Background: an optimization exercise with open tools, aiming at small area, a short achievable clock period and few clock cycles. Do not read the settings as production practice. In this exercise RTL edits were held to simulation tests only and were not proved equivalent to the original. Power is estimated from default activity; no workload was simulated.

==> v32 <==
==> flow/design.v (excerpt) <==
module md5_message_digest (
   input  logic                            clock,
   input  logic                            reset,
   input  logic                            req_valid,
   output logic                            req_ready,
   input  logic [md5_pkg::WORD_W-1:0]      req_word,
   input  logic [md5_pkg::COUNT_W-1:0]     req_bytes,
   input  logic                            req_last,
   output logic                            rsp_valid,
   input  logic                            rsp_ready,
   output logic [md5_pkg::WORD_W-1:0]      rsp_word,
   output logic [md5_pkg::DIDX_W-1:0]      rsp_index,
   output logic                            rsp_done
);
export LEC_CHECK = 0
export ABC_AREA = 1
export CAP_MARGIN = 20
export CORE_MARGIN = 2
export CORE_UTILIZATION = 55
export SETUP_SLACK_MARGIN = 5
export SLEW_MARGIN = 20
export TNS_END_PERCENT = 10
create_clock -name core_clock -period 11.0 [get_ports {clock}]
standard.sh (not shown) runs the stock make flow with config.mk's settings and CLKGATE_MAP_FILE= SYNTH_SCRIPT=/design/flow/synth_recipe.tcl, a recipe that flattens the netlist after the stock synthesis.
==> flow/flow/run.sh <==
#!/bin/bash
# Standard layout with a stronger setup repair target and buf_4 port buffers;
# make's full output goes to orfs_make.log.
set -euo pipefail
bash standard.sh SETUP_SLACK_MARGIN=7 "BUFFER_PORTS_ARGS=-buffer_cell sky130_fd_sc_hd__buf_4" finish > orfs_make.log 2>&1
==> v28 (differences from v32) <==
--- a/flow/design.v
+++ b/flow/design.v
@@ -192,18 +192,21 @@
    logic        wpend_ff, wpend_n;  
    logic        wlen_ff, wlen_n;    
    logic        wstart_ff, wstart_n;  
    logic        wfirst_ff, wfirst_n;  
    logic [3:0]  base_ff, base_n;    
    logic [58:0] nw_ff, nw_n;        
    logic        nwc_ff, nwc_n;      
+   logic        ninc_ff, ninc_n;    
    logic [1:0]  tail_ff, tail_n;    
    logic        run_ff, run_n;      
    logic        fold_ff, fold_n;    
    logic [5:0]  step_ff, step_n;
+   logic [5:0]  stp1_ff, stp2_ff;   
+   logic [5:0]  stp1_n;             
    logic        efirst_ff, efirst_n;
    logic        efinal_ff, efinal_n;
    logic        round_ff, round_n;  
    logic        setup_ff, setup_n;  
    logic        pend_ff, pend_n;
    logic [1:0]  eidx_ff, eidx_n;
    logic [3:0]  esel_ff, esel_n;   
@@ -222,17 +225,16 @@
    assign req_ready = ready_ff;          
    assign wr_msg    = ready_ff && req_valid;
    assign wr_pad    = wpad_ff && can_wr;
    assign wr_en     = wr_msg || wr_pad;
    assign cnt = (!req_last || req_bytes[2]) ? 3'd4 : req_bytes;
    always_comb begin
       for (int j = 0; j < 4; j++) begin
-         if (3'(j) < cnt)       msg_word[8*j +: 8] = req_word[8*j +: 8];
-         else if (3'(j) == cnt) msg_word[8*j +: 8] = md5_pkg::PAD_BYTE;
-         else                   msg_word[8*j +: 8] = 8'h00;
+         msg_word[8*j +: 8] = ({8{cnt[2] || 2'(j) < req_bytes[1:0]}} & req_word[8*j +: 8])
+                            | ({8{!cnt[2] && 2'(j) == req_bytes[1:0]}} & md5_pkg::PAD_BYTE);
       end
    end
    assign len_lo_now = (wi == 4'd14) && !wpend_ff;
    assign len_hi_now = (wi == 4'd15) && wlen_ff;
    always_comb begin
       if (len_lo_now)      pad_word = {nw_ff[26:0], tail_ff, 3'b000};
       else if (len_hi_now) pad_word = nw_ff[58:27];
@@ -250,29 +252,31 @@
       wpad_n   = wpad_ff;
       wpend_n  = wpend_ff;
       wlen_n   = wlen_ff;
       wstart_n = wstart_ff;
       wfirst_n = wfirst_ff;
       nw_n     = nw_ff;
       nwc_n    = 1'b0;
+      ninc_n   = 1'b0;
+      if (ninc_ff) {nwc_n, nw_n[26:0]} = {1'b0, nw_ff[26:0]} + 28'd1;
       if (nwc_ff) nw_n[58:27] = nw_ff[58:27] + 32'd1;
       tail_n   = tail_ff;
       base_n   = base_ff - 4'd1;
       if (wr_en) begin
          widx_n = 5'(wi) + 5'd1;
          if (widx_ff[4]) begin
             base_n   = 4'd15;
             wnew_n   = 1'b1;
             wfirst_n = wstart_ff && !wpad_ff;
             if (!wpad_ff) wstart_n = 1'b0;
          end
       end
       if (setup_ff) wnew_n = 1'b0;
       if (wr_msg) begin
-         if (cnt[2]) {nwc_n, nw_n[26:0]} = {1'b0, nw_ff[26:0]} + 28'd1;
+         ninc_n = cnt[2];
          if (req_last) begin
             wpad_n  = 1'b1;
             wpend_n = cnt[2];
             tail_n  = cnt[1:0];
          end
       end
       if (wr_pad) begin
@@ -298,15 +302,15 @@
       step_n   = step_ff;
       efirst_n = efirst_ff;
       efinal_n = efinal_ff;
       pend_n   = pend_ff;
       eidx_n   = eidx_ff;
       esel_n   = esel_ff;
       if (round_ff) begin
-         step_n = step_ff + 6'd1;
+         step_n = stp1_ff;
          if (step_ff == 6'd63) begin
             run_n  = 1'b0;
             fold_n = 1'b1;
          end
       end
       if (fold_go) begin
          fold_n = 1'b0;
@@ -343,18 +347,21 @@
          wpad_ff   <= 1'b0;
          wpend_ff  <= 1'b0;
          wlen_ff   <= 1'b0;
          wstart_ff <= 1'b1;
          wfirst_ff <= 1'b0;
          nw_ff     <= '0;
          nwc_ff    <= 1'b0;
+         ninc_ff   <= 1'b0;
          tail_ff   <= '0;
          run_ff    <= 1'b0;
          fold_ff   <= 1'b0;
          step_ff   <= '0;
+         stp1_ff   <= 6'd1;
+         stp2_ff   <= 6'd2;
          efirst_ff <= 1'b0;
          efinal_ff <= 1'b0;
          pend_ff   <= 1'b0;
          eidx_ff   <= '0;
          esel_ff   <= 4'b0001;
          ready_ff  <= 1'b1;
          round_ff  <= 1'b0;
@@ -365,64 +372,85 @@
          wpad_ff   <= wpad_n;
          wpend_ff  <= wpend_n;
          wlen_ff   <= wlen_n;
          wstart_ff <= wstart_n;
          wfirst_ff <= wfirst_n;
          nw_ff     <= nw_n;
          nwc_ff    <= nwc_n;
+         ninc_ff   <= ninc_n;
          tail_ff   <= tail_n;
          run_ff    <= run_n;
          fold_ff   <= fold_n;
          step_ff   <= step_n;
+         stp1_ff   <= stp1_n;
+         stp2_ff   <= setup_ff ? 6'd2 : round_ff ? stp2_ff + 6'd1 : stp2_ff;
          efirst_ff <= efirst_n;
          efinal_ff <= efinal_n;
          pend_ff   <= pend_n;
          eidx_ff   <= eidx_n;
          esel_ff   <= esel_n;
          ready_ff  <= ready_n;
          round_ff  <= round_n;
          setup_ff  <= setup_n;
       end
       base_ff <= base_n;
       aligned_ff <= wr_en || (4'(base_ff + widx_ff[3:0]) == 4'd1);
    end
    logic [5:0]  pidx_n, pidx_ff;
-   logic [3:0]  rpos;
    logic [31:0] mword_ff;      
-   logic        ysf_ff, ysn_ff;
+   logic [31:0] ring_rd;
+   always_comb begin
+      ring_rd = '0;
+      for (int k = 0; k < 16; k++) ring_rd = ring_rd | ({32{rsel_ff[k]}} & ring[k]);
+   end
+   logic        ysf_ff, ysn_ff;    
    logic [3:0]  rlo_ff;            
    logic [5:0]  rhi_ff;            
    logic [4:0]  ramt_n;
-   assign ramt_n = md5_pkg::md5_rot_amount(step_n);    
+   assign ramt_n = md5_pkg::md5_rot_amount(step_n);
    function automatic logic [3:0] msg_idx(input logic [5:0] r);
       case (r[5:4])
          2'd0:    msg_idx = r[3:0];
          2'd1:    msg_idx = 4'(r[3:0] * 4'd5 + 4'd1);
          2'd2:    msg_idx = 4'(r[3:0] * 4'd3 + 4'd5);
          default: msg_idx = 4'(r[3:0] * 4'd7);
       endcase
    endfunction
-   assign pidx_n = run_n ? 6'(step_n + 6'd1) : 6'd0;
-   logic [3:0] posa_ff, posb_ff, posc_ff;
+   assign stp1_n = setup_ff ? 6'd1 : round_ff ? stp2_ff : stp1_ff;
+   assign pidx_n = run_n ? stp1_n : 6'd0;
+   logic [3:0]  posa_ff, posb_ff, posc_ff, posa_n, posb_n, posc_n, rpos_n;
+   logic [15:0] rsel_ff;
    always_comb begin
-      if (round_ff)      rpos = posb_ff;
-      else if (setup_ff) rpos = posc_ff;
-      else if (run_ff)   rpos = posa_ff;
-      else               rpos = base_ff;
+      if (round_ff) begin
+         posa_n = posb_ff - 4'd1;
+         posb_n = base_ff - 4'd1 + msg_idx(6'(stp2_ff + 6'd1));
+      end else if (setup_ff) begin
+         posa_n = base_ff;               
+         posb_n = base_ff + 4'd1;        
+      end else begin
+         posa_n = posa_ff - 4'd1;
+         posb_n = posb_ff - 4'd1;
+      end
+      posc_n = base_n + 4'd1;
+      if (round_n)      rpos_n = posb_n;
+      else if (setup_n) rpos_n = posc_n;
+      else if (run_n)   rpos_n = posa_n;
+      else              rpos_n = base_n;
    end
    always_ff @(posedge clock) begin
       pidx_ff <= pidx_n;
-      posa_ff <= base_ff - 4'd1 + msg_idx(6'(step_n + 6'd1));
-      posb_ff <= base_ff - 4'd1 + msg_idx(6'(step_n + 6'd2));
-      posc_ff <= base_n + 4'd1;
+      posa_ff <= posa_n;
+      posb_ff <= posb_n;
+      posc_ff <= posc_n;
+      rsel_ff <= 16'd1 << rpos_n;
       rlo_ff  <= 4'd1 << ramt_n[1:0];
       rhi_ff  <= (round_n && !reset) ? 6'd1 << ramt_n[4:2] : 6'd0;
       ysf_ff  <= setup_n && wfirst_n && !reset;
       ysn_ff  <= setup_n && !wfirst_n && !reset;
-      mword_ff <= (wr_en && pidx_n[5:4] == 2'd0 && wi == pidx_n[3:0]) ? wr_word : ring[rpos];
+      mword_ff <= (wr_en && pidx_n[5:4] == 2'd0 && wi == pidx_n[3:0]) ? wr_word : ring_rd;
    end
    function automatic logic [31:0] ks_add(input logic [31:0] x, input logic [31:0] z);
       logic [31:0] g, t, gn, tn;
       g = x & z;
       t = x | z;
       gn = g;
       tn = t;
@@ -446,23 +474,20 @@
       end
       ks_add = x ^ (z ^ {g[30:0], 1'b0});
    endfunction
    logic [31:0] rot1, mword, kword, pbase, fval, xsum, rot, csel, yval, bkeep, bsum;
    logic [31:0] chain_sum, c_n, d_n, f1_n, f0_n;
    assign mword = mword_ff;
    assign kword = md5_pkg::md5_round_add(pidx_ff);
-   assign pbase = ({32{!setup_ff}} & d_ff) | ({32{ysf_ff}} & md5_pkg::INIT_A) | ({32{ysn_ff}} & q_ff[1]);
+   assign pbase = d_ff;
    assign fval = (b_ff & f1_ff) | (~b_ff & f0_ff);
    assign xsum = ks_add(p_ff, fval);
-   logic [31:0] pcs_s, pcs_c, psum;
-   assign pcs_s = pbase ^ kword ^ mword;
-   assign pcs_c = (pbase & kword) | (pbase & mword) | (kword & mword);
-   logic [31:0] psum_hi;
-   assign psum_hi = ks_add({1'b0, pcs_s[31:1]}, {1'b0, pcs_c[30:0]});
-   assign psum    = {psum_hi[30:0], pcs_s[0]};
+   logic [31:0] kmsum, psum;
+   assign kmsum = ks_add(kword, mword);
+   assign psum  = ks_add(pbase, kmsum);
    always_comb begin
       rot1 = '0;
       for (int k = 0; k < 4; k++)
          rot1 = rot1 | ({32{rlo_ff[k]}} & md5_pkg::md5_rotl(xsum, 5'(k)));
       rot = '0;
       for (int k = 1; k < 6; k++)
          rot = rot | ({32{rhi_ff[k]}} & md5_pkg::md5_rotl(rot1, 5'(4 * k)));
@@ -481,18 +506,22 @@
    assign yval  = rot | ({32{ysf_ff}} & md5_pkg::INIT_B) | ({32{ysn_ff}} & csel);
    assign bsum  = ks_add(bkeep, yval);
    always_comb begin
       c_n = c_ff;
       d_n = d_ff;
       if (round_ff) begin
          c_n = b_ff;
-         d_n = c_ff;
+         if (step_ff != 6'd63) d_n = c_ff;
+         else if (efinal_ff)   d_n = md5_pkg::INIT_A;
+         else                  d_n = q_ff[2];
       end else if (setup_ff) begin
          c_n = wfirst_ff ? md5_pkg::INIT_C : q_ff[3];
          d_n = wfirst_ff ? md5_pkg::INIT_D : q_ff[2];
+      end else if (!run_ff && !fold_ff) begin
+         d_n = md5_pkg::INIT_A;      
       end
       case (step_n[5:4])
          2'd0: begin f1_n = c_n;          f0_n = d_n;           end
          2'd1: begin f1_n = c_n | d_n;    f0_n = c_n & ~d_n;    end
          2'd2: begin f1_n = ~(c_n ^ d_n); f0_n = c_n ^ d_n;     end
          default: begin f1_n = ~c_n;      f0_n = ~(c_n ^ d_n);  end
       endcase
==> qor summary <==
Result of the run: v32 complete, no violations; v28 complete, no violations
Slowest stage delay, CP: v32 0.59 ns; v28 0.41 ns
Gate power share: v32 0.537; v28 0.544
Fraction of met1 tracks used by global routing: v32 0.446; v28 0.463
Setup WS post-layout: v32 6.86 ns; v28 7.05 ns
Register area share after synthesis: v32 0.444; v28 0.442
Met2 routed wirelength: v32 90.3 mm; v28 89.5 mm
Sequential portion of the cell area: v32 0.389; v28 0.392
Endpoint of the worst hold-timing path: v32 ring[0][4]; v28 ring[2][5]
Data required time of the critical path: v32 11.47 ns; v28 11.57 ns
Layout Utilization: v32 0.636; v28 0.625
Number of optimization iterations in the first detailed-route pass: v32 8; v28 9
Met3 routed wirelength: v32 14.7 mm; v28 16.7 mm
Count of non-CTS buffers in the layout: v32 226; v28 184
Testbench counts of v32, summed over its fixed seeds: cycles 45,028.
Testbench counts of v28, summed over its fixed seeds: cycles 45,028.

-- separate check: timing with driven ports --
The results above use ideal ports. As a check the final layouts listed here were re-extracted and re-timed, cells and wires unchanged. Step 1: set_driving_cell puts a clkbuf_16 on clock and a buf_2 on each other input, an assumption about the parent block. Step 2, shift: input delay + t, output delay - t, t = (earliest + latest rising clock arrival at the registers) / 2. This alone moves slack from input paths to output paths. Three values: ideal ports, drivers, drivers and shift; two values: the first two.
run	t, ns	slack for setup (ns)	latest minus earliest clock arrival (ns)	worst data-port slew with drivers (ns)	pins driven straight from the clock port
v32	0.776	6.857 / 6.857 / 6.182	0.086 / 0.087	0.04	1
v28	0.797	7.046 / 7.046 / 6.440	0.070 / 0.070	0.04	1
After both steps setup and hold are still met in every run listed. For v32, which loses most, drivers alone change the setup slack by 0.000 ns; drivers and shift together by -0.675 ns.
